From an optimization exercise on the open Yosys and OpenROAD flow, aimed at small area and few clock cycles; shortcuts taken in it are not production practice. At most, simulation tests tie the RTL to the original design; equivalence was not proved. For runs 1, 4 and 5, only the layout was checked, not whether the RTL still works. No activity file was given, so power comes from the tool's default toggle rates.

$ cat design/flow/design.v
package nnd_pkg;
	localparam int DIM_W = 9;
	localparam int OY_W = 6;
	localparam int CH_W = 8;
	localparam int OP_W = 2;
	localparam int CFG_IDX_W = 1;
	localparam int OUT_SIZE_DEF = 50;
	localparam int MAX_SOURCE_DIM_DEF = 256;
	localparam int PW = 4 * CH_W;
	localparam int NS = OUT_SIZE_DEF;
	localparam logic [OP_W-1:0] OP_PUSH = 2'd0;
	localparam logic [OP_W-1:0] OP_REPLAY = 2'd1;
	localparam logic [OP_W-1:0] OP_RESTART = 2'd2;
endpackage
module nnd_ctrl (
	input  logic [8:0] d,
	output logic [7:0] vm1
);
	always_comb begin
		if (d[8]) vm1 = 8'd255;
		else if (d[7:0] == 8'd0) vm1 = 8'd0;
		else vm1 = d[7:0] - 8'd1;
	end
endmodule
module nnd_dp (
	input  logic        clk,
	input  logic        push,
	input  logic [31:0] pdata,
	input  logic        pop,
	input  logic        flush,
	output logic        room,
	output logic        head_v,
	output logic [31:0] head
);
	localparam int NS = nnd_pkg::NS;
	logic [31:0] d [NS];
	logic [NS-1:0] v, h, take;
	always_comb begin
		for (int i = 0; i < NS; i++) begin
			h[i] = !v[i] || (i == 0 ? pop : h[i-1]);
			if (i < NS - 1) take[i] = v[i+1] && h[i];
			else take[i] = push && (h[i] || flush);
		end
	end
	always_ff @(posedge clk) begin
		for (int i = 0; i < NS; i++) begin
			if (flush) v[i] <= take[i] && i == NS - 1;
			else v[i] <= take[i] || (v[i] && !(i == 0 ? pop : h[i-1]));
		end
	end
	always_ff @(posedge clk) begin
		for (int i = 0; i < NS; i++) begin
			if (take[i]) d[i] <= (i == NS - 1) ? pdata : d[(i + 1) % NS];
		end
	end
	assign room = h[NS-1];
	assign head_v = v[0];
	assign head = d[0];
endmodule
module nearest_neighbour_downscaler #(
	parameter int OUT_SIZE = nnd_pkg::OUT_SIZE_DEF,
	parameter int MAX_SOURCE_DIM = nnd_pkg::MAX_SOURCE_DIM_DEF
) (
	input  logic                            clk,
	input  logic                            arst_n,
	input  logic                            cfg_valid,
	output logic                            cfg_ready,
	input  logic [nnd_pkg::CFG_IDX_W-1:0]   cfg_index,
	input  logic [nnd_pkg::DIM_W-1:0]       cfg_data,
	input  logic                            in_valid,
	output logic                            in_ready,
	input  logic [nnd_pkg::OP_W-1:0]        operation,
	input  logic [nnd_pkg::CH_W-1:0]        red_in,
	input  logic [nnd_pkg::CH_W-1:0]        green_in,
	input  logic [nnd_pkg::CH_W-1:0]        blue_in,
	input  logic [nnd_pkg::CH_W-1:0]        alpha_in,
	output logic                            out_valid,
	input  logic                            out_ready,
	output logic [nnd_pkg::CH_W-1:0]        red_out,
	output logic [nnd_pkg::CH_W-1:0]        green_out,
	output logic [nnd_pkg::CH_W-1:0]        blue_out,
	output logic [nnd_pkg::CH_W-1:0]        alpha_out,
	output logic [nnd_pkg::OY_W-1:0]        out_column,
	output logic [nnd_pkg::OY_W-1:0]        out_line,
	output logic                            row_last,
	output logic                            replay_pending,
	output logic                            image_done
);
	logic [7:0] wn_q, hn_q, wm1, hm1;
	logic [7:0] cfg_vm1;
	logic big;
	logic [7:0] col_q, g_q;
	logic fin;
	logic [5:0] orow_q;
	logic [8:0] e_q;
	logic fresh_q;
	logic e_act_q;
	logic [5:0] ox_q;
	logic op_push, op_rep, op_rst;
	logic col_last, emit_row, sampled, rep_ok, rep_may, dead;
	logic xfer, ox_last, pop, e_end, act_free, stall, acc;
	logic do_push, do_we, do_emit, do_rst;
	logic [8:0] gw, gm, gd, eh, em, ed;
	logic ac;
	logic room, head_v, fpush, flush, recirc;
	logic [31:0] rdata, pdata;
	assign cfg_ready = 1'b1;
	nnd_ctrl u_cfg (
		.d   (cfg_data),
		.vm1 (cfg_vm1)
	);
	always_ff @(posedge clk or negedge arst_n) begin
		if (!arst_n) begin
			wn_q <= '0;
			hn_q <= '0;
		end else if (cfg_valid) begin
			if (cfg_index == 1'b0) begin
				wn_q <= ~cfg_vm1;
			end else begin
				hn_q <= ~cfg_vm1;
			end
		end
	end
	assign wm1 = ~wn_q;
	assign hm1 = ~hn_q;
	assign big = wm1 >= 8'd49;
	assign out_valid = e_act_q && head_v;
	assign xfer = out_valid && out_ready;
	assign ox_last = ox_q == 6'd49;
	assign gw = {1'b0, g_q} + {1'b0, wm1} + 9'd1;
	assign gm = (big && !sampled) ? {1'b0, g_q} : gw;
	assign gd = gm - 9'd50;
	assign ac = !gd[8];
	assign pop = xfer && (big || ac || ox_last);
	assign e_end = xfer && ox_last;
	assign act_free = !e_act_q || e_end;
	assign op_push = operation == nnd_pkg::OP_PUSH;
	assign op_rep = operation == nnd_pkg::OP_REPLAY;
	assign op_rst = operation == nnd_pkg::OP_RESTART;
	assign col_last = col_q == wm1;
	assign emit_row = !e_q[8] && e_q[7:0] < 8'd50;
	assign rep_may = e_q >= 9'd462;
	assign dead = e_q[8] && !rep_may;
	assign sampled = !big || g_q < 8'd50;
	assign rep_ok = !fin && col_q == 8'd0 && rep_may;
	assign fin = orow_q[5] && orow_q[4] && orow_q[1];
	always_comb begin
		stall = 1'b0;
		case (operation)
			nnd_pkg::OP_PUSH: stall = !fin && (rep_may && e_act_q ||
				emit_row && ((sampled && (!fresh_q ? e_act_q : !room)) || (col_last && !act_free)));
			nnd_pkg::OP_REPLAY: stall = rep_ok && !act_free;
			nnd_pkg::OP_RESTART: stall = e_act_q;
			default: stall = 1'b0;
		endcase
	end
	assign in_ready = !stall;
	assign acc = in_valid && !stall;
	assign do_push = acc && op_push && !fin;
	assign do_we = do_push && emit_row && sampled;
	assign do_emit = (do_push && col_last && emit_row) || (acc && op_rep && rep_ok);
	assign do_rst = acc && op_rst;
	assign eh = e_q + {1'b0, hm1} + 9'd1;
	assign em = emit_row ? eh : e_q;
	assign ed = em - 9'd50;
	always_ff @(posedge clk or negedge arst_n) begin
		if (!arst_n) begin
			col_q <= '0;
			orow_q <= '0;
			e_q <= '0;
		end else if (do_rst) begin
			col_q <= '0;
			orow_q <= '0;
			e_q <= '0;
		end else begin
			if (do_push) begin
				if (col_last) begin
					col_q <= '0;
					if (!emit_row && !dead) e_q <= ed;
				end else begin
					col_q <= col_q + 8'd1;
				end
			end
			if (do_emit) begin
				orow_q <= orow_q + 6'd1;
				e_q <= emit_row ? ed : eh;
			end
		end
	end
	always_ff @(posedge clk or negedge arst_n) begin
		if (!arst_n) g_q <= '0;
		else if (do_rst || (big ? do_push && col_last : do_emit)) g_q <= '0;
		else if (big ? do_push : xfer) g_q <= 8'((big || ac) ? gd : gm);
	end
	always_ff @(posedge clk or negedge arst_n) begin
		if (!arst_n) begin
			e_act_q <= 1'b0;
		end else if (do_emit) begin
			e_act_q <= 1'b1;
		end else if (e_end) begin
			e_act_q <= 1'b0;
		end
	end
	always_ff @(posedge clk) begin
		if (do_emit) ox_q <= '0;
		else if (xfer) ox_q <= ox_q + 6'd1;
	end
	always_ff @(posedge clk or negedge arst_n) begin
		if (!arst_n) begin
			fresh_q <= 1'b0;
		end else if (do_rst || (e_end && rep_may)) begin
			fresh_q <= 1'b0;
		end else if (do_emit || flush) begin
			fresh_q <= 1'b1;
		end
	end
	assign flush = do_we && !fresh_q;
	assign recirc = pop && rep_may;
	assign fpush = do_we || recirc;
	assign pdata = ({32{do_we}} & {alpha_in, blue_in, green_in, red_in}) | ({32{recirc}} & rdata);
	nnd_dp u_store (
		.clk    (clk),
		.push   (fpush),
		.pdata  (pdata),
		.pop    (pop),
		.flush  (flush),
		.room   (room),
		.head_v (head_v),
		.head   (rdata)
	);
	assign red_out = rdata[7:0];
	assign green_out = rdata[15:8];
	assign blue_out = rdata[23:16];
	assign alpha_out = rdata[31:24];
	assign out_column = ox_q;
	assign out_line = orow_q - 6'd1;
	assign row_last = ox_last;
	assign replay_pending = !fin && rep_may;
	assign image_done = ox_last && fin;
endmodule
$ cat design/flow/constraint.sdc
create_clock -name core_clock -period 10.0 [get_ports {clk}]
set_input_delay 2.0000 -clock core_clock [delete_from_list [all_inputs] [get_ports {clk}]]
set_output_delay 2.0000 -clock core_clock [all_outputs]
set_load 0.01 [all_outputs]
$ cat design/flow/standard.sh
#!/bin/bash
# synth_recipe.tcl (not shown) runs the flow's synth.tcl, then flattens the netlist and writes it again
# the make line also repeats each setting of config.mk as NAME=value (left out here)
make -C /OpenROAD-flow-scripts/flow DESIGN_CONFIG=/design/flow/config.mk WORK_HOME=/design/flow/orfs CLKGATE_MAP_FILE= SYNTH_SCRIPT=/design/flow/synth_recipe.tcl "${@:-finish}"
$ cat design/flow/flow/run.sh
#!/bin/bash
# Standard layout with two changes: the port buffers are buf_1 cells, and clock tree
# synthesis uses clkbuf_8 clusters of at most 20 sinks without dummy loads.
set -euo pipefail
export BUFFER_PORTS_ARGS="-buffer_cell sky130_fd_sc_hd__buf_1"
export CTS_ARGS="-sink_clustering_enable -repair_clock_nets -sink_clustering_size 20 -sink_clustering_max_diameter 60 -buf_list sky130_fd_sc_hd__clkbuf_8 -dont_use_dummy_load"
bash standard.sh > standard.log 2>&1
$ cat design/flow/config.mk
export PLATFORM = sky130hd
export DESIGN_NAME = nearest_neighbour_downscaler
export DESIGN_NICKNAME = nearest_neighbour_downscaler
export VERILOG_FILES = /design/flow/design.v
export SDC_FILE = /design/flow/constraint.sdc
export NUM_CORES = 4
export LEC_CHECK = 0
export CAP_MARGIN = 0
export CORE_MARGIN = 2
export CORE_UTILIZATION = 60
export SLEW_MARGIN = 0
export SYNTH_MEMORY_MAX_BITS = 16384
==> summary.txt, run 1 <==
# hold bufs at CTS 0; flop2flop setup slack 4.63 ns; Critical Path Start out_ready; crit path DAT 4.26 ns; Post-synth ARST share 2.87%; CP delay by family, top compound AO/OA/AOI/OAI gates; area of the multi-input gates 0.00472 sq mm; Vias 22000; initial core utilization 60.4%; initial antenna violation count 6; H-tree lvl count 3; Hold Slack 0.360 ns; die height 307 um; final non-filler cell total 3881; Reg-to-Reg End u_store.d[49][16]; average wire per standard cell 23.0 um; Detailed Route WL 89400 um; top cell type's share of synthesized area 87.0%; Post-synth EDFFs 1600; Max VDD drop 0.000143 V; gr ovfl total 0; cell area after synthesis 0.0552 sq mm; boundary pin count 99; #FFs+latches synth 1705; placed insts 3770; layout cells sized above 1 8.21%; Leak Pwr 18.6 nW; Root Buffer clkbuf_8; Worst Max-Slew Pin Slew 1.28 ns; setup_tns 0 ns; gate count of the mapped netlist 2480; Critical Path Sink Type output pin; Max Root-Sink Buffers 3; vias in the first global route 21900; worst setup path end in_ready; Crit path top cell by count buf_1; post_cts resized 0; syn nets 2556; # fillers 5949; Fmax 0.160 GHz; Synth Area per Inst 22.3 sq um; die width 307 um; CP Launch Type input port; CTS tree built; Reg area 0.0504 sq mm; top cells by count, synth edfxtp_1, nor2_1, nand2_1; most numerous cell in the Yosys netlist edfxtp_1; number of remaining DRC errors 0; Final Hold Vio Count 0; Synth-to-Final Area Change 6.83%; Initial DRT Pass Iterations 5; final core utilization 64.5%; TritonCTS Buffers 107; Post-CTS Repair Setup Buffers 0; Levels on crit path 8; period utilization 62.6%; core area 0.0915 sq mm; All-Layer GR Usage 19.0%; post-synthesis sequential area ratio 91.2%; status timing/DRC/antenna clean; Register-to-Register Path Depth 14; crit path cell chain buf_1, and3_1, a211oi_1, o21ai_0, o311a_1, nand2_1, inv_2, buf_1; ranking of synthesized cells by area edfxtp_1, dfrtp_1, dfxtp_1; GPL Wtd Cong 0.953; RSZ-0062 raised after global routing no; IO Port Bufs 97; 1st-iter DRT viols 2143; top_reg_cell synth edfxtp_1; post-route minimum period 6.26 ns; CTS sink count 1705; Worst Setup Path Type input port to output pin; post-synth top area cell edfxtp_1; R2R Path Start g_q[0]; Final Max Tran Viols 0; worst skew pair latency 0.77 ns; largest net degree at the start of global routing 53; min-delay worst type flip-flop to flip-flop; crit path buf inv count 3; Relative slew margins 14.3%; clk slew on worst S/H paths 0.11 ns; total number of yosys warnings 4; Final Setup Violations 0; clk_skew 0.0728 ns; WP data required 8.00 ns; CP max stage delay 0.59 ns; Final #Nets 2769; hpwl dp 57600 um; Routed Antenna Nets 0; first-pass GRT wire length 133000 um; Crit Path Max Fanout 13; DIE AREA 0.0945 sq mm; # rows 111; pwr dens 208 mW/mm^2; Max Cap Viol 0; vias per cell 5.68; slowest stage cell, crit path and3_1; post-synthesis cell type count 79
==> cells in the final DEF, fill, tap and decap left out, types with 12 or more instances in the layout <==
| cell | instances |
|---|---|
| ha_1 | 25 |
| dfxtp_1 | 56 |
| xnor2_1 | 14 |
| o21ai_0 | 27 |
| a21oi_1 | 55 |
| buf_1 | 96 |
| nand3_1 | 43 |
| and3_1 | 26 |
| a31oi_1 | 12 |
| a22o_1 | 33 |
| nand2_1 | 61 |
| dfrtp_1 | 49 |
| o21a_1 | 14 |
| nor2_1 | 86 |
| mux2i_1 | 12 |
| nand4_1 | 21 |
| inv_1 | 57 |
| and2_1 | 21 |
| nor3_1 | 20 |
| a211oi_1 | 12 |
| buf_4 | 47 |
| edfxtp_1 | 1600 |
| xor2_1 | 22 |
| clkbuf_8 | 107 |
==> kinds of logic after synthesis <==
logic type	Yosys count	synth area share, %
other	1	0.00679
xor gates and xnor gates	36	0.571
buffers and inverters	99	0.761
and+or+nand+nor	338	3.15
DFF	1705	91.2
adders and majority gates	27	0.639
AOI/OAI and AO/OA	251	3.21
muxes	23	0.448
==> area by class of cell <==
type                    instances  area share [%]
repair buffers                144            1.22
clock buffers                 107            2.50
inverters                      59           0.375
diodes                          4          0.0170
multi-input cells             676            7.99
flip-flops and latches       1705            85.4
well taps                    1186            2.51
==> flip-flops by register name (all words and copies together), names as in the netlist <==
register   flops
wn_q           8
orow_q         6
e_q            9
g_q            8
u_store.v     50
hn_q           8
ox_q           6
u_store.d   1600
col_q          8
fresh_q        1
e_act_q        1
==> worst min path at each step <==
stage                                  from           endpoint  slack (ns)  depth (start not counted)
final                     u_store.d[24][20]  u_store.d[23][20]        0.36                          0
after global routing      u_store.d[24][20]  u_store.d[23][20]        0.37                          0
after CTS                 u_store.d[24][20]  u_store.d[23][20]        0.34                          0
after detailed placement  u_store.d[16][21]  u_store.d[15][21]        0.40                          0
after global placement     u_store.d[33][5]   u_store.d[32][5]        0.40                          0
after floorplan             u_store.d[1][0]    u_store.d[0][0]        0.40                          0
==> report_power, final <==
part | switching [mW] | internal, mW | total, mW
logic | 0.641 | 0.319 | 0.960
clock network | 1.86 | 0.959 | 2.82
registers | 0.231 | 8.28 | 8.51
total | 2.73 | 9.56 | 12.3
==> worst reg2reg max path: stages, from the launching register on <==
cell,delay [ns]
dfrtp_1,0.38
inv_1,0.07
ha_1,0.18
inv_1,0.06
fa_1,0.42
a21o_1,0.21
a21oi_1,0.17
xnor2_1,0.10
mux2i_1,0.34
a211o_1,0.17
nand3_1,0.27
and3_1,0.43
a211oi_4,1.10
nor2_1,0.17
inv_1,0.93
==> layer usage <==
| metal | wire length, um | GRT usage (%) | share of wire [%] | vias to the layer above |
|---|---|---|---|---|
| li1 | - | - | - | 10100 |
| met1 | 38900 | 26.8 | 44 | 11300 |
| met2 | 43600 | 31.1 | 49 | 530 |
| met3 | 4840 | 3.53 | 5.4 | 141 |
| met4 | 1980 | 4.92 | 2.2 | 0 |
| met5 | 0 | 0 | 0 | - |
==> stage by stage <==
stage,worst slack [ns],power (mW),instance area [sq um]
after floorplan,4.16,9.24,55200
after global placement,3.83,9.59,57500
after detailed placement,3.77,9.63,57500
after CTS,3.76,12.4,59000
after global routing,3.55,12.8,59000
final,3.74,12.3,59000
==> run 2: changes to the inputs <==
--- a/design/flow/design.v
+++ b/design/flow/design.v
@@ -208,10 +208,12 @@
 	always_ff @(posedge clk or negedge arst_n) begin
 		if (!arst_n) begin
 			fresh_q <= 1'b0;
-		end else if (do_rst || (e_end && rep_may)) begin
+		end else if (do_rst) begin
 			fresh_q <= 1'b0;
 		end else if (do_emit || flush) begin
 			fresh_q <= 1'b1;
+		end else if (e_end && rep_may) begin
+			fresh_q <= 1'b0;
 		end
 	end
 	assign flush = do_we && !fresh_q;
--- a/design/flow/config.mk
+++ b/design/flow/config.mk
@@ -8,5 +8,6 @@
 export CAP_MARGIN = 0
 export CORE_MARGIN = 2
 export CORE_UTILIZATION = 60
+export GPL_TIMING_DRIVEN = 0
 export SLEW_MARGIN = 0
 export SYNTH_MEMORY_MAX_BITS = 16384
==> run 2 against run 1 <==
Net effect: synthesized cell count fell by 0.56%; clock skew is 0.016 ns higher; maximum frequency shrank 10%; critical endpoint unchanged; wire length about the same; highest routed layer is now met5; sequential power up 4.8%; critical path depth increased by 1; final cell count is 0.41% higher; hold slack improved by 0.019 ns; global-route usage is 0.19 points higher.
==> summary.txt, run 2 <==
Post-synth EDFFs 1600; Synth-to-Final Area Change 7.83%; Worst Max-Slew Pin Slew 0.977 ns; crit path buf inv count 1; slowest stage cell, crit path nor4_1; power share of the sequential group 67.2%; All-Layer GR Usage 19.2%; post-synth top area cell edfxtp_1; Initial DRT Pass Iterations 6; Critical Path Sink Type output pin; clk slew on worst S/H paths 0.12 ns; Clk pwr share 21.5%; number of remaining DRC errors 0; total number of yosys warnings 4; Tot Pwr 13.3 mW; crit path cell chain nand4_1, nor4_1, nand4_1, nor2_1, nand2_1, nor3_1, a21o_1, a22oi_1, buf_1; status timing/DRC/antenna clean; Final Setup Violations 0; Top Registers u_store.d (1600), u_store.v (50), e_q (9); Final Max Tran Viols 0; top cell type's share of synthesized area 86.9%; TritonCTS Buffers 110; CP Launch Type flip-flop; post_cts resized 0; #FFs+latches synth 1705; Sw Ratio 23.9%; Final Hold Vio Count 0; most numerous cell in the Yosys netlist edfxtp_1; GPL Wtd Cong 1.04; CTS tree built; initial core utilization 60.4%; Routed Antenna Nets 0; gr ovfl total 0; layout cells sized above 1 8.65%; Vias 22400; Max Root-Sink Buffers 3; ranking of synthesized cells by area edfxtp_1, dfrtp_1, dfxtp_1; Hold Slack 0.379 ns; Fmax 0.144 GHz; post-synthesis sequential area ratio 91.1%; cell area after synthesis 0.0553 sq mm; pwr dens 222 mW/mm^2; CTS sink count 1705; Synth Area per Inst 22.4 sq um; crit path DAT 4.97 ns; average wire per standard cell 23.0 um; Relative slew margins 34.3%; RSZ-0062 raised after global routing no; CP max stage delay 0.92 ns; Leak Pwr 18.7 nW; PnR worst setup slack 3.03 ns; Sw Pwr 3.17 mW; Max VDD drop 0.000147 V; die width 308 um; Register-to-Register Path Depth 13; Levels on crit path 9; boundary pin count 99; # hold bufs at CTS 0; Cell Int Power 10.1 mW; most common cell after layout, fill and taps aside edfxtp_1; setup_tns 0 ns; period utilization 69.7%; vias in the first global route 21700; final core utilization 65.2%; die height 308 um; Reg area 0.0504 sq mm; register name with the most flops u_store.d; CP delay by family, top simple AND/OR/NAND/NOR gates; # fillers 5887; hold path cells 0; Post-CTS Repair Setup Buffers 0; IO Port Bufs 97; Crit path top cell by count nand4_1; Post-synth ARST share 2.87%; 1st-iter DRT viols 2365; Worst Setup Path Type flip-flop to output pin; WP data required 8.00 ns; largest net degree at the start of global routing 33; Crit Path Max Fanout 9; Detailed Route WL 89500 um; post-route minimum period 6.97 ns; top_reg_cell synth edfxtp_1; clk_skew 0.0890 ns; flop2flop setup slack 4.81 ns; most frequent cells in the layout edfxtp_1, clkbuf_8, buf_1; syn nets 2542; Comb pwr share 11.2%; core area 0.0915 sq mm; top cells by count, synth edfxtp_1, nand2_1, nor2_1; vias per cell 5.75; worst skew pair latency 0.78 ns; gate count of the mapped netlist 2466; first-pass GRT wire length 133000 um; min-delay worst type flip-flop to flip-flop; Largest register FFs 1600; H-tree lvl count 3; # rows 111; post-synthesis cell type count 79; Root Buffer clkbuf_8; hpwl dp 59800 um; Post-Place Worst Slack 3.57 ns; Max Cap Viol 0; DIE AREA 0.0946 sq mm; Final #Nets 2782; area of the multi-input gates 0.00494 sq mm; initial antenna violation count 11
run 2: cell types whose count changed in the layout (fill, tap and decap cells not counted), sizes merged, moves of 11 or more:
| cell | previous run | this run |
|---|---|---|
| o21a | 14 | 44 |
| clkbuf | 108 | 132 |
| nor2 | 87 | 64 |
| nor2b | 11 | 34 |
| nand3 | 44 | 28 |
| a31oi | 20 | 7 |
| and2 | 22 | 9 |
| and3 | 26 | 13 |
| nor4 | 5 | 17 |
| o31ai | 11 | 22 |
run 2: layout make-up:
cell class                 instances  area share, %
clock buffer                     110           2.54
multi-input combinational        674           8.27
sequential                      1705           84.5
buffer                            35          0.250
timing repair buffer             128           1.62
antenna                            7         0.0294
inverter                          52          0.327
tap                             1186           2.49
run 2: kinds of logic after synthesis:
family | synth area share (%)
other cells | 0.00678
xor+xnor | 0.538
simple gates | 3.13
fa+ha+maj | 0.638
flops | 91.1
compound gates | 3.64
mux | 0.330
buf+inv | 0.622
run 2: worst paths after layout:
kind                                        start           endpoint
worst max-delay path                 u_store.v[0]           in_ready
worst min-delay path            u_store.d[19][12]  u_store.d[18][12]
worst max register to register            wn_q[0]   u_store.d[3][11]
worst min register to register  u_store.d[19][12]  u_store.d[18][12]
max in group asynchronous                  arst_n             g_q[3]
min in group asynchronous                  arst_n             e_q[8]
run 2: stage by stage:
stage                     cell area (sq um)  cells
final                                 59700   3897
after detailed placement              58100   3779
after floorplan                       55300   2466
after CTS                             59600   3889
after global routing                  59600   3893
after global placement                57200   3749
run 2: routing by layer:
layer | up-vias | wire (um) | global-route usage (%)
met4 | 2 | 2290 | 5.45
met1 | 11500 | 37700 | 26.6
met5 | - | 20 | 0
met3 | 161 | 6670 | 4.93
li1 | 10100 | - | -
met2 | 655 | 42800 | 30.6
run 2: power by group through the flow:
stage	registers [mW]	logic [mW]	clock network (mW)
finish	8.92	1.49	2.85
CTS	8.92	1.49	3.00
detailed placement	9.07	1.49	0
global route	8.97	1.66	3.22
floorplan	8.93	1.04	0
global placement	9.11	1.35	0
Testbench counts of run 2, summed over its fixed seeds: cycles 685,379.
==> run 3: changes to the inputs <==
--- a/design/flow/config.mk
+++ b/design/flow/config.mk
@@ -8,6 +8,5 @@
 export CAP_MARGIN = 0
 export CORE_MARGIN = 2
 export CORE_UTILIZATION = 60
-export GPL_TIMING_DRIVEN = 0
 export SLEW_MARGIN = 0
 export SYNTH_MEMORY_MAX_BITS = 16384
==> run 3 against run 2 <==
Net effect: setup slack improved by 0.22 ns; sequential share of layout area increased by 0.80 points; non-clock buffer count decreased by 15; clock power about the same; register-to-register slack got worse by 0.47 ns; synthesized cell count unchanged; largest cell class unchanged; largest power group unchanged.
==> summary.txt, run 3 <==
initial core utilization 60.4%; Synth Area per Inst 22.4 sq um; setup_tns 0 ns; CP delay by family, top simple AND/OR/NAND/NOR gates; hold_sp u_store.d[36][9]; Leak Pwr 18.6 nW; Relative slew margins 17.3%; Worst Setup Path Type flip-flop to output pin; TritonCTS Buffers 107; layout cells sized above 1 8.71%; CP max stage delay 0.74 ns; die width 308 um; post_cts resized 0; most common cell after layout, fill and taps aside edfxtp_1; clk slew on worst S/H paths 0.11 ns; crit path DAT 4.75 ns; RSZ-0062 raised after global routing no; worst skew pair latency 0.79 ns; Post-CTS Repair Setup Buffers 0; core area 0.0915 sq mm; Post-Place Worst Slack 4.01 ns; # fillers 5946; final non-filler cell total 3877; Synth-to-Final Area Change 6.82%; Initial DRT Pass Iterations 6; post-synthesis sequential area ratio 91.1%; post-synth top area cell edfxtp_1; gr ovfl total 0; Fmax 0.148 GHz; most frequent cells in the layout edfxtp_1, clkbuf_8, buf_1; crit path buf inv count 1; final core utilization 64.6%; cell area after synthesis 0.0553 sq mm; Max Cap Viol 0; Root Buffer clkbuf_8; Detailed Route WL 89000 um; crit path cell chain nand4_1, nor4_1, nand4_1, nor2_1, nand2_1, nor3_1, a21o_1, a22oi_1, buf_1; post-route minimum period 6.75 ns; die height 308 um; status timing/DRC/antenna clean; Largest register FFs 1600; register name with the most flops u_store.d; #FFs+latches synth 1705; vias per cell 5.72; gate count of the mapped netlist 2466; top cell type's share of synthesized area 86.9%; period utilization 67.5%; average wire per standard cell 23.0 um; Final #Nets 2764; WP data required 8.00 ns; CP Launch Type flip-flop; Routed Antenna Nets 0; Worst Max-Slew Pin Slew 1.24 ns; DIE AREA 0.0946 sq mm; top_reg_cell synth edfxtp_1; CTS sink count 1705; min-delay worst type flip-flop to flip-flop; largest net degree at the start of global routing 50; syn nets 2542; All-Layer GR Usage 18.7%; Hold Slack 0.381 ns; clk_skew 0.0661 ns; first-pass GRT wire length 132000 um; post-synthesis cell type count 79; Max Root-Sink Buffers 3; Final Max Tran Viols 0; CTS tree built; Max VDD drop 0.000149 V; Design Area, Final 0.0591 sq mm; 1st-iter DRT viols 2164; GPL Wtd Cong 1.10; H-tree lvl count 3; Crit Path Max Fanout 17; placed insts 3765; area of the multi-input gates 0.00479 sq mm; Final Hold Vio Count 0; pwr dens 223 mW/mm^2; Post-synth ARST share 2.87%; most numerous cell in the Yosys netlist edfxtp_1; Tot Pwr 13.2 mW; total number of yosys warnings 4; hpwl dp 57100 um; Crit path top cell by count nand4_1; initial antenna violation count 10; # hold bufs at CTS 0; boundary pin count 99; Critical Path Sink Type output pin; Vias 22200; Post-synth EDFFs 1600; vias in the first global route 21600; ranking of synthesized cells by area edfxtp_1, dfrtp_1, dfxtp_1; DP Area 0.0576 sq mm; Critical Path Start u_store.v[0]; top cells by count, synth edfxtp_1, nand2_1, nor2_1; Reg area 0.0504 sq mm; # rows 111; Top Registers u_store.d (1600), u_store.v (50), e_q (9); number of remaining DRC errors 0; R2R Path Start wn_q[0]; IO Port Bufs 97; slowest stage cell, crit path nand4_1; Final Setup Violations 0; PnR worst setup slack 3.25 ns
[run 3: worst reg2reg max path, cell delays in order (launching register included)]
cell and delay (ns):
dfrtp_1 0.45, and4_4 0.23, o311ai_4 0.58, nand2_1 0.51, a21oi_1 0.47, nand3_1 0.30
a2111oi_2 1.06, a21oi_2 0.11, buf_4 0.26, nor4_1 0.79, a31oi_4 0.49
[run 3: cell type report]
class                   instances  area share [%]
diodes                          5          0.0212
repair buffers                148            1.27
well taps                    1186            2.51
clock buffers                 107            2.49
flip-flops and latches       1705            85.3
multi-input cells             674            8.10
inverters                      52           0.330
[run 3: report_power, final]
group	internal [mW]	switching [mW]
clock	0.959	1.87
sequential	8.60	0.320
combinational	0.470	0.983
total	10.0	3.17
[run 3: kinds of logic after synthesis]
group                    after synthesis  share of synthesized area, %
XOR/XNOR                              34                         0.538
adder cells (fa/ha/maj)               27                         0.638
multiplexers                          17                         0.330
AND/OR/NAND/NOR                      325                          3.13
buffers and inverters                 87                         0.622
other                                  1                       0.00678
flip-flops                          1705                          91.1
AO/OA/AOI/OAI                        270                          3.64
[run 3: worst paths after layout]
check / to / slack (ns) / cells after the start
max: in_ready / 3.25 / 9
max in group asynchronous: hn_q[2] / 8.16 / 2
min reg2reg: u_store.d[35][9] / 0.38 / 0
min in group asynchronous: wn_q[0] / 1.36 / 2
max reg2reg: u_store.d[32][7] / 4.34 / 10
min: u_store.d[35][9] / 0.38 / 0
[run 3: routing by layer]
layer | routed length, um | global-route usage (%) | up-vias
met5 | 0 | 0 | -
met1 | 38700 | 26.6 | 11400
met2 | 43000 | 30.3 | 617
met4 | 1940 | 4.75 | 0
li1 | - | - | 10100
met3 | 5420 | 3.96 | 150
==> run 4: changes to the inputs <==
--- a/design/flow/design.v
+++ b/design/flow/design.v
@@ -208,12 +208,10 @@
 	always_ff @(posedge clk or negedge arst_n) begin
 		if (!arst_n) begin
 			fresh_q <= 1'b0;
-		end else if (do_rst) begin
+		end else if (do_rst || (e_end && rep_may)) begin
 			fresh_q <= 1'b0;
 		end else if (do_emit || flush) begin
 			fresh_q <= 1'b1;
-		end else if (e_end && rep_may) begin
-			fresh_q <= 1'b0;
 		end
 	end
 	assign flush = do_we && !fresh_q;
==> design/flow/flow/run.sh (replaced) <==
#!/bin/bash
# Standard layout with two changes: the port buffers are buf_1 cells, and clock tree
# synthesis uses clkbuf_8 clusters of at most 18 sinks without dummy loads.
set -euo pipefail
export BUFFER_PORTS_ARGS="-buffer_cell sky130_fd_sc_hd__buf_1"
export CTS_ARGS="-sink_clustering_enable -repair_clock_nets -sink_clustering_size 18 -sink_clustering_max_diameter 50 -buf_list sky130_fd_sc_hd__clkbuf_8 -dont_use_dummy_load"
bash standard.sh > standard.log 2>&1
==> run 4 against run 3 <==
Net effect: first-iteration DRC count down 3.6%; core utilization grew 0.36 points; synthesized cell count is 0.57% higher; clock skew up 0.026 ns; via count grew 0.65%; combinational power shrank 34%; power down 4.4%; synthesized area down 0.14%; cell area increased by 0.55%; maximum frequency is 7.3% higher; register-to-register slack improved by 0.32 ns; die area shrank 0.13%.
==> summary.txt, run 4 <==
status timing/DRC/antenna clean; Synth-to-Final Area Change 7.56%; post_cts resized 0; Max VDD drop 0.000127 V; post-synthesis cell type count 79; power share of the sequential group 67.5%; min-delay worst type flip-flop to flip-flop; top cell type's share of synthesized area 87.0%; vias in the first global route 22200; most common cell after layout, fill and taps aside edfxtp_1; Final Setup Violations 0; Initial DRT Pass Iterations 6; Detailed Route WL 90100 um; # fillers 5929; Design Area, Final 0.0594 sq mm; # rows 111; mux share of post-synthesis cell area 0.448%; Clk pwr share 24.9%; crit path DAT 4.29 ns; post-synthesis sequential area ratio 91.2%; Top Registers u_store.d (1600), u_store.v (50), e_q (9); largest family of logic cells by synthesized area compound AO/OA/AOI/OAI gates; ranking of synthesized cells by area edfxtp_1, dfrtp_1, dfxtp_1; H-tree lvl count 4; Routed Antenna Nets 0; vias per cell 5.71; Worst Max-Slew Pin Slew 1.26 ns; Post-CTS Repair Setup Buffers 0; Post-synth ARST share 2.87%; register name with the most flops u_store.d; area of the multi-input gates 0.00472 sq mm; Hold Slack 0.351 ns; #FFs+latches synth 1705; syn nets 2556; 1st-iter DRT viols 2087; Critical Path Sink Type output pin; WP data required 8.00 ns; Reg area 0.0504 sq mm; Max Cap Viol 0; hpwl dp 57600 um; clk slew on worst S/H paths 0.09 ns; pwr dens 212 mW/mm^2; Critical Path Start out_ready; Comb pwr share 7.6%; top_reg_cell synth edfxtp_1; xor/xnor share of the synthesized area 0.571%; Leak Pwr 18.8 nW; clk_skew 0.0924 ns; final core utilization 64.9%; core area 0.0915 sq mm; cell area after synthesis 0.0552 sq mm; Max Root-Sink Buffers 3; TritonCTS Buffers 136; IO Port Bufs 97; All-Layer GR Usage 19.2%; crit path cell chain buf_1, and3_1, a211oi_1, o21ai_0, o311a_1, nand2_1, inv_2, buf_1; Post-Place Worst Slack 3.77 ns; Crit Path Max Fanout 13; PnR worst setup slack 3.71 ns; CP max stage delay 0.59 ns; initial antenna violation count 12; initial core utilization 60.4%; gate count of the mapped netlist 2480; # hold bufs at CTS 0; complex-gate fraction of the synthesized area 3.21%; most numerous cell in the Yosys netlist edfxtp_1; GPL Wtd Cong 0.953; RSZ-0062 raised after global routing no; CTS tree built; DIE AREA 0.0945 sq mm; CP Launch Type input port; first-pass GRT wire length 134000 um; Sw Ratio 22.2%; hold_sp u_store.d[36][5]; Adder-Cell Fraction of Synth Area 0.639%; Relative slew margins 16.0%; DP Area 0.0575 sq mm; CTS sink count 1705; Final Max Tran Viols 0; Cell Int Power 9.82 mW; Worst Setup Path Type input port to output pin; number of remaining DRC errors 0; Final #Nets 2798; layout cells sized above 1 9.19%; average wire per standard cell 23.0 um; top cells by count, synth edfxtp_1, nor2_1, nand2_1; worst skew pair latency 0.82 ns; boundary pin count 99; Final Hold Vio Count 0; Tot Pwr 12.6 mW; Largest register FFs 1600; post-route minimum period 6.29 ns; gr ovfl total 0; setup_tns 0 ns; Root Buffer clkbuf_8; die width 307 um; simple-gate share of the synthesized area 3.15%; Post-synth EDFFs 1600; die height 307 um; slowest stage cell, crit path and3_1; post-synth top area cell edfxtp_1; Vias 22300; largest net degree at the start of global routing 53; period utilization 62.9%; Crit path top cell by count buf_1; Sw Pwr 2.80 mW; final non-filler cell total 3911; placed insts 3770; CP delay by family, top compound AO/OA/AOI/OAI gates; total number of yosys warnings 4; most frequent cells in the layout edfxtp_1, clkbuf_8, buf_1; R2R Path Start g_q[0]; crit path buf inv count 3; Synth Area per Inst 22.3 sq um; Fmax 0.159 GHz
==> run 4: kinds of logic (layout without fill, tap and decap cells) <==
group                      count (synthesis)  after routing
xor gates and xnor gates                  36             36
muxes                                     23             23
and+or+nand+nor                          338            338
AOI/OAI and AO/OA                        251            251
buffers and inverters                     99            339
other                                      1              6
adders and majority gates                 27             27
DFF                                     1705           1705
==> run 4: worst reg2reg max path: cells and delay by family, from the launching register on <==
| kind | cells | cell delay, ns |
|---|---|---|
| xor+xnor | 1 | 0.11 |
| buf+inv | 3 | 1.05 |
| fa+ha+maj | 2 | 0.60 |
| flops | 1 | 0.38 |
| compound gates | 4 | 1.63 |
| mux | 1 | 0.35 |
| simple gates | 3 | 0.84 |
==> run 4: final timing paths <==
path                                    end  slack (ns)  cells after the start
setup / recovery                   in_ready        3.71                      8
setup reg to reg           u_store.d[49][6]        4.66                     14
hold reg to reg            u_store.d[35][5]        0.35                      0
hold / removal             u_store.d[35][5]        0.35                      0
max in group asynchronous           hn_q[5]        8.16                      2
min in group asynchronous         orow_q[2]        1.30                      2
==> run 4: cell type report <==
type	count	share of cell area, %
Antenna cell	5	0.0211
Clock buffer	136	3.15
Inverter	59	0.373
Multi-Input combinational cell	676	7.94
Sequential cell	1705	84.8
Tap cell	1186	2.50
Timing Repair Buffer	144	1.21
==> run 4: routing by layer <==
| layer | vias up | global-route usage (%) | wire length, um |
|---|---|---|---|
| li1 | 10100 | - | - |
| met1 | 11500 | 26.7 | 38900 |
| met2 | 590 | 31.3 | 44000 |
| met3 | 159 | 4.11 | 5290 |
| met4 | 0 | 5.71 | 1920 |
| met5 | - | 0 | 0 |
==> run 4: power by group through the flow <==
| stage | sequential, mW | clock [mW] | combinational, mW |
|---|---|---|---|
| 2_1_floorplan | 8.58 | 0 | 0.668 |
| 3_3_place_gp | 8.66 | 0 | 0.931 |
| 3_5_place_dp | 8.67 | 0 | 0.963 |
| 4_1_cts | 8.52 | 3.29 | 0.967 |
| 5_1_grt | 8.55 | 3.53 | 1.06 |
| 6_report | 8.51 | 3.15 | 0.960 |
==> run 5: changes to the inputs <==
==> design/flow/flow/run.sh (replaced) <==
#!/bin/bash
# Standard layout with two changes: the port buffers are buf_1 cells, and clock tree
# synthesis uses clkbuf_4 and clkbuf_8 clusters of at most 12 sinks without dummy loads.
set -euo pipefail
export BUFFER_PORTS_ARGS="-buffer_cell sky130_fd_sc_hd__buf_1"
export CTS_ARGS="-sink_clustering_enable -repair_clock_nets -sink_clustering_size 12 -sink_clustering_max_diameter 40 -buf_list \"sky130_fd_sc_hd__clkbuf_4 sky130_fd_sc_hd__clkbuf_8\" -dont_use_dummy_load"
bash standard.sh > standard.log 2>&1
==> run 5 against run 4 <==
Net effect: via count up 0.94%; clock power up 16%; non-clock buffer count unchanged; sequential power about the same; die area unchanged; sequential share of layout area down 0.89 points; largest power group unchanged.
==> summary.txt, run 5 <==
Largest register FFs 1600; Relative slew margins 12.3%; # rows 111; Final Hold Vio Count 0; H-tree lvl count 4; crit path buf inv count 3; most common cell after layout, fill and taps aside edfxtp_1; Post-CTS Repair Setup Buffers 0; Final #Nets 2844; gate count of the mapped netlist 2480; CP delay by family, top compound AO/OA/AOI/OAI gates; worst skew pair latency 0.84 ns; CTS sink count 1705; top_reg_cell synth edfxtp_1; Top Registers u_store.d (1600), u_store.v (50), e_q (9); placed insts 3770; Worst Setup Path Type input port to output pin; crit path cell chain buf_1, and3_1, a211oi_1, o21ai_0, o311a_1, nand2_1, inv_2, buf_1; CP Launch Type input port; total number of yosys warnings 4; most numerous cell in the Yosys netlist edfxtp_1; vias in the first global route 22600; setup_tns 0 ns; Hold Slack 0.358 ns; Fmax 0.160 GHz; most frequent cells in the layout edfxtp_1, clkbuf_8, buf_1; hpwl dp 57600 um; cell area after synthesis 0.0552 sq mm; Root Buffer clkbuf_8; initial core utilization 60.4%; Max Cap Viol 0; post-synthesis cell type count 79; post-synth top area cell edfxtp_1; #FFs+latches synth 1705; register name with the most flops u_store.d; Vias 22500; DIE AREA 0.0945 sq mm; crit path DAT 4.24 ns; layout cells sized above 1 10.7%; Initial DRT Pass Iterations 6; core area 0.0915 sq mm; Worst Max-Slew Pin Slew 1.31 ns; ranking of synthesized cells by area edfxtp_1, dfrtp_1, dfxtp_1; post-route minimum period 6.24 ns; top cell type's share of synthesized area 87.0%; boundary pin count 99; slowest stage cell, crit path and3_1; Register-to-Register Path Depth 12; area of the multi-input gates 0.00472 sq mm; pwr dens 218 mW/mm^2; post-synthesis sequential area ratio 91.2%; initial antenna violation count 9; TritonCTS Buffers 182; syn nets 2556; final non-filler cell total 3955; Levels on crit path 8; WP data required 8.00 ns; die width 307 um; RSZ-0062 raised after global routing no; Final Setup Violations 0; status timing/DRC/antenna clean; hold path cells 0; GPL Wtd Cong 0.953; first-pass GRT wire length 135000 um; number of remaining DRC errors 0; IO Port Bufs 97; Final Max Tran Viols 0; post_cts resized 0; average wire per standard cell 22.9 um; Detailed Route WL 90700 um; Crit path top cell by count buf_1; Leak Pwr 19.2 nW; gr ovfl total 0; Critical Path Sink Type output pin; # hold bufs at CTS 0; Post-synth ARST share 2.87%; Max Root-Sink Buffers 3; Reg area 0.0504 sq mm; CP max stage delay 0.60 ns; Synth-to-Final Area Change 8.69%; 1st-iter DRT viols 2048; top cells by count, synth edfxtp_1, nor2_1, nand2_1; vias per cell 5.70; largest net degree at the start of global routing 53; min-delay worst type flip-flop to flip-flop; Routed Antenna Nets 0; Post-synth EDFFs 1600; All-Layer GR Usage 19.4%; clk slew on worst S/H paths 0.07 ns; Synth Area per Inst 22.3 sq um; clk_skew 0.0814 ns; die height 307 um; CTS tree built; period utilization 62.4%; Crit Path Max Fanout 13; final core utilization 65.6%; # fillers 5869; Max VDD drop 0.000132 V
## run 5: cell counts after synthesis
Identical to the previous run, type by type.
## run 5: final cells by class
class,instances,area share [%]
inverters,59,0.369
well taps,1186,2.47
diodes,3,0.0125
flip-flops and latches,1705,83.9
multi-input cells,676,7.86
clock buffers,182,4.17
repair buffers,144,1.20
## run 5: path summary, 6_finish.rpt
check                                   endpoint  slack [ns]              from
worst max-delay path                    in_ready        3.76         out_ready
worst min-delay path            u_store.d[33][6]        0.36  u_store.d[34][6]
worst max register to register  u_store.d[49][1]        4.58           wn_q[5]
worst min register to register  u_store.d[33][6]        0.36  u_store.d[34][6]
max in group asynchronous                hn_q[7]        8.17            arst_n
min in group asynchronous               col_q[5]        1.32            arst_n
## run 5: worst register-to-register path, stage by stage (launching register included)
cell and delay (ns):
dfrtp_1 0.48, inv_1 0.08, ha_1 0.38, nor3b_1 0.17, a311oi_1 0.26, o211ai_1 0.15
mux2i_1 0.38, a211o_1 0.19, nand3_1 0.27, and3_1 0.42, a211oi_4 1.12, nor2_1 0.16
inv_1 0.95
## run 5: kinds of logic after synthesis
family | Yosys count | synth area share, %
xor+xnor | 36 | 0.571
other cells | 1 | 0.00679
mux | 23 | 0.448
simple gates | 338 | 3.15
compound gates | 251 | 3.21
fa+ha+maj | 27 | 0.639
flops | 1705 | 91.2
buf+inv | 99 | 0.761
## run 5: through the flow
step / worst slack (ns) / area [sq um] / power, mW
4_1_cts: 3.70 / 60000 / 13.3
3_5_place_dp: 3.77 / 57500 / 9.63
5_1_grt: 3.50 / 60000 / 13.7
3_3_place_gp: 3.83 / 57500 / 9.59
6_report: 3.76 / 60000 / 13.1
2_1_floorplan: 4.16 / 55200 / 9.24
## run 5: per-layer routing
layer	up-vias	GRT usage, %	part of all wire, %
met5	-	0	0
met4	0	6.75	2.4
met3	170	4.62	6.1
met2	618	31.1	48
met1	11500	26.5	43
li1	10200	-	-
## run 5: where the power goes
group / leakage, nW / internal (mW) / switching, mW
registers: 15.6 / 8.29 / 0.233
clock network: 1.31 / 1.61 / 2.03
logic: 2.32 / 0.319 / 0.640
total: 19.2 / 10.2 / 2.90
==> run 6: changes to the inputs <==
--- a/design/flow/design.v
+++ b/design/flow/design.v
@@ -208,10 +208,12 @@
 	always_ff @(posedge clk or negedge arst_n) begin
 		if (!arst_n) begin
 			fresh_q <= 1'b0;
-		end else if (do_rst || (e_end && rep_may)) begin
+		end else if (do_rst) begin
 			fresh_q <= 1'b0;
 		end else if (do_emit || flush) begin
 			fresh_q <= 1'b1;
+		end else if (e_end && rep_may) begin
+			fresh_q <= 1'b0;
 		end
 	end
 	assign flush = do_we && !fresh_q;
==> design/flow/flow/run.sh (replaced) <==
#!/bin/bash
# Standard layout with two changes: the port buffers are buf_1 cells, and clock tree
# synthesis uses clkbuf_16 clusters of at most 36 sinks without dummy loads.
set -euo pipefail
export BUFFER_PORTS_ARGS="-buffer_cell sky130_fd_sc_hd__buf_1"
export CTS_ARGS="-sink_clustering_enable -repair_clock_nets -sink_clustering_size 36 -sink_clustering_max_diameter 70 -buf_list sky130_fd_sc_hd__clkbuf_16 -dont_use_dummy_load"
bash standard.sh > standard.log 2>&1
==> run 6 against run 5 <==
Net effect: sequential power increased by 4.7%; still clean on timing, DRC and antenna; critical path type is now flip-flop to output pin; largest cell class unchanged; die area is 0.13% higher; register-to-register slack lost 0.18 ns.
==> summary.txt, run 6 <==
status timing/DRC/antenna clean; Crit path top cell by count nand4_1; Fmax 0.150 GHz; slowest stage cell, crit path nand4_1; TritonCTS Buffers 70; post-synthesis sequential area ratio 91.1%; die width 308 um; Root Buffer clkbuf_16; CTS sink count 1705; most common cell after layout, fill and taps aside edfxtp_1; Register-to-Register Path Depth 10; Post-synth EDFFs 1600; GPL Wtd Cong 1.10; Initial DRT Pass Iterations 5; vias per cell 5.75; hold path cells 0; worst setup path end in_ready; Final Hold Vio Count 0; Post-synth ARST share 2.87%; Sw Ratio 23.4%; Synth-to-Final Area Change 7.32%; initial core utilization 60.4%; Final Max Tran Viols 0; top cells by count, synth edfxtp_1, nand2_1, nor2_1; R2R Path Start wn_q[0]; Comb pwr share 10.8%; Post-CTS Repair Setup Buffers 0; register name with the most flops u_store.d; DIE AREA 0.0946 sq mm; IO Port Bufs 97; Sw Pwr 3.16 mW; total number of yosys warnings 4; Largest register FFs 1600; CP Launch Type flip-flop; initial antenna violation count 9; # rows 111; Leak Pwr 18.7 nW; Top Registers u_store.d (1600), u_store.v (50), e_q (9); most frequent cells in the layout edfxtp_1, buf_1, clkbuf_16; post-route minimum period 6.67 ns; CTS tree built; min-delay worst type flip-flop to flip-flop; Routed Antenna Nets 0; Max VDD drop 0.000167 V; Cell Int Power 10.3 mW; post-synthesis cell type count 79; gate count of the mapped netlist 2466; top cell type's share of synthesized area 86.9%; Worst Max-Slew Pin Slew 1.25 ns; syn nets 2542; flop2flop setup slack 4.40 ns; Detailed Route WL 87800 um; WP data required 8.00 ns; Max Root-Sink Buffers 3; Max Cap Viol 0; setup_tns 0 ns; H-tree lvl count 3; Relative slew margins 16.7%; Critical Path Start u_store.v[0]; ranking of synthesized cells by area edfxtp_1, dfrtp_1, dfxtp_1; post_cts resized 0; #FFs+latches synth 1705; cell area after synthesis 0.0553 sq mm; Clk pwr share 23.1%; Critical Path Sink Type output pin; crit path cell chain nand4_1, nor4_1, nand4_1, nor2_1, nand2_1, nor3_1, a21o_1, a22oi_1, buf_1; pwr dens 227 mW/mm^2; Final Setup Violations 0; Synth Area per Inst 22.4 sq um; top_reg_cell synth edfxtp_1; vias in the first global route 21200; Final #Nets 2727; die height 308 um; most numerous cell in the Yosys netlist edfxtp_1; Crit Path Max Fanout 17; # hold bufs at CTS 0; number of remaining DRC errors 0; worst skew pair latency 0.67 ns; RSZ-0062 raised after global routing no; gr ovfl total 0; Hold Slack 0.351 ns; All-Layer GR Usage 18.5%; 1st-iter DRT viols 2169; boundary pin count 99; power share of the sequential group 66.1%; post-synth top area cell edfxtp_1; largest net degree at the start of global routing 50; clk_skew 0.0933 ns; Vias 22100; crit path DAT 4.67 ns; layout cells sized above 1 7.44%; average wire per standard cell 22.9 um; clk slew on worst S/H paths 0.12 ns; period utilization 66.7%; Reg-to-Reg End u_store.d[32][14]; Worst Setup Path Type flip-flop to output pin; core area 0.0915 sq mm; CP max stage delay 0.74 ns; first-pass GRT wire length 130000 um; hpwl dp 57100 um
[run 6: cell families (layout without fill, tap and decap cells)]
kind of cell,count (synthesis),count (layout),share of synthesized area (%)
AO/OA/AOI/OAI,270,270,3.64
XOR/XNOR,34,34,0.538
adder cells (fa/ha/maj),27,27,0.638
buffers and inverters,87,270,0.622
flip-flops,1705,1705,91.1
multiplexers,17,17,0.330
other,1,5,0.00678
AND/OR/NAND/NOR,325,325,3.13
[run 6: per-layer routing]
layer	routed length (um)	GRT usage (%)
met5	24	0
met1	37900	26.1
met2	42400	29.9
met3	5700	4.20
met4	1820	4.29
[run 6: cell type report]
class,instances,area [sq um]
flip-flops and latches,1705,50400
clock buffers,70,1750
repair buffers,148,748
inverters,52,195
well taps,1186,1480
diodes,4,10.0
multi-input cells,674,4790
fillers,5894,32200
[run 6: metrics by stage]
step	worst slack [ns]	power (mW)	cell area [sq um]	instances	utilization, %
final	3.33	13.5	59400	3839	64.9
after global routing	3.03	14.1	59400	3836	64.9
after CTS	3.41	13.6	59400	3835	64.9
after detailed placement	4.01	10.5	57600	3765	62.9
after global placement	4.03	10.4	57600	3765	62.9
after floorplan	4.10	9.97	55300	2466	-
[run 6: critical path: cells and delay by family (launching register included)]
kind / cells / cell delay [ns]
DFF: 1 / 0.57
and+or+nand+nor: 6 / 2.89
AOI/OAI and AO/OA: 2 / 0.38
buffers and inverters: 1 / 0.17
[run 6: worst min path at each step]
stage | startpoint | endpoint | slack (ns)
floorplan | u_store.d[1][0] | u_store.d[0][0] | 0.40
global placement | u_store.d[20][9] | u_store.d[19][9] | 0.40
detailed placement | u_store.d[13][18] | u_store.d[12][18] | 0.40
CTS | u_store.d[2][12] | u_store.d[1][12] | 0.35
global route | u_store.d[2][12] | u_store.d[1][12] | 0.35
finish | u_store.d[2][12] | u_store.d[1][12] | 0.35
[run 6: power groups by stage]
stage                     Combinational (mW)  Sequential [mW]  Clock, mW
after global routing                    1.60             8.97       3.48
final                                   1.45             8.92       3.12
after detailed placement                1.44             9.06          0
after global placement                  1.39             9.06          0
after CTS                               1.45             8.92       3.25
after floorplan                         1.04             8.93          0
Testbench counts of run 6, summed over its fixed seeds: cycles 685,379.

==> afterwards: timing with drivers on the ports <==
No port has a modelled driver above. Below, the same layouts with a new extraction and two added sets of constraints.
Step 1, drivers: a clkbuf_16 drives clk and a buf_2 each remaining input, both assumed.
Step 2, shift: input delay + t, output delay - t, t = (earliest + latest rising clock arrival at the registers) / 2. This alone moves slack from input paths to output paths.
a / b / c = no drivers / after step 1 / after step 2; a / b = the first two.
run	t (ns)	setup WS [ns]	worst register clock-pin slew, ns	cell pins on the clock port's net
run 1	0.797	3.737 / 3.712 / 3.712	0.12 / 0.12	1
run 2	0.803	3.034 / 2.970 / 3.563	0.12 / 0.12	1
run 3	0.811	3.249 / 3.183 / 3.886	0.12 / 0.12	1
run 4	0.843	3.710 / 3.684 / 3.684	0.10 / 0.10	1
run 5	0.863	3.764 / 3.721 / 3.739	0.08 / 0.08	1
run 6	0.680	3.334 / 3.271 / 3.881	0.12 / 0.12	1
After both steps every run listed still meets setup and hold. The setup slack of run 4, which loses most, moves by -0.026 ns with the drivers and by -0.026 ns with both steps.
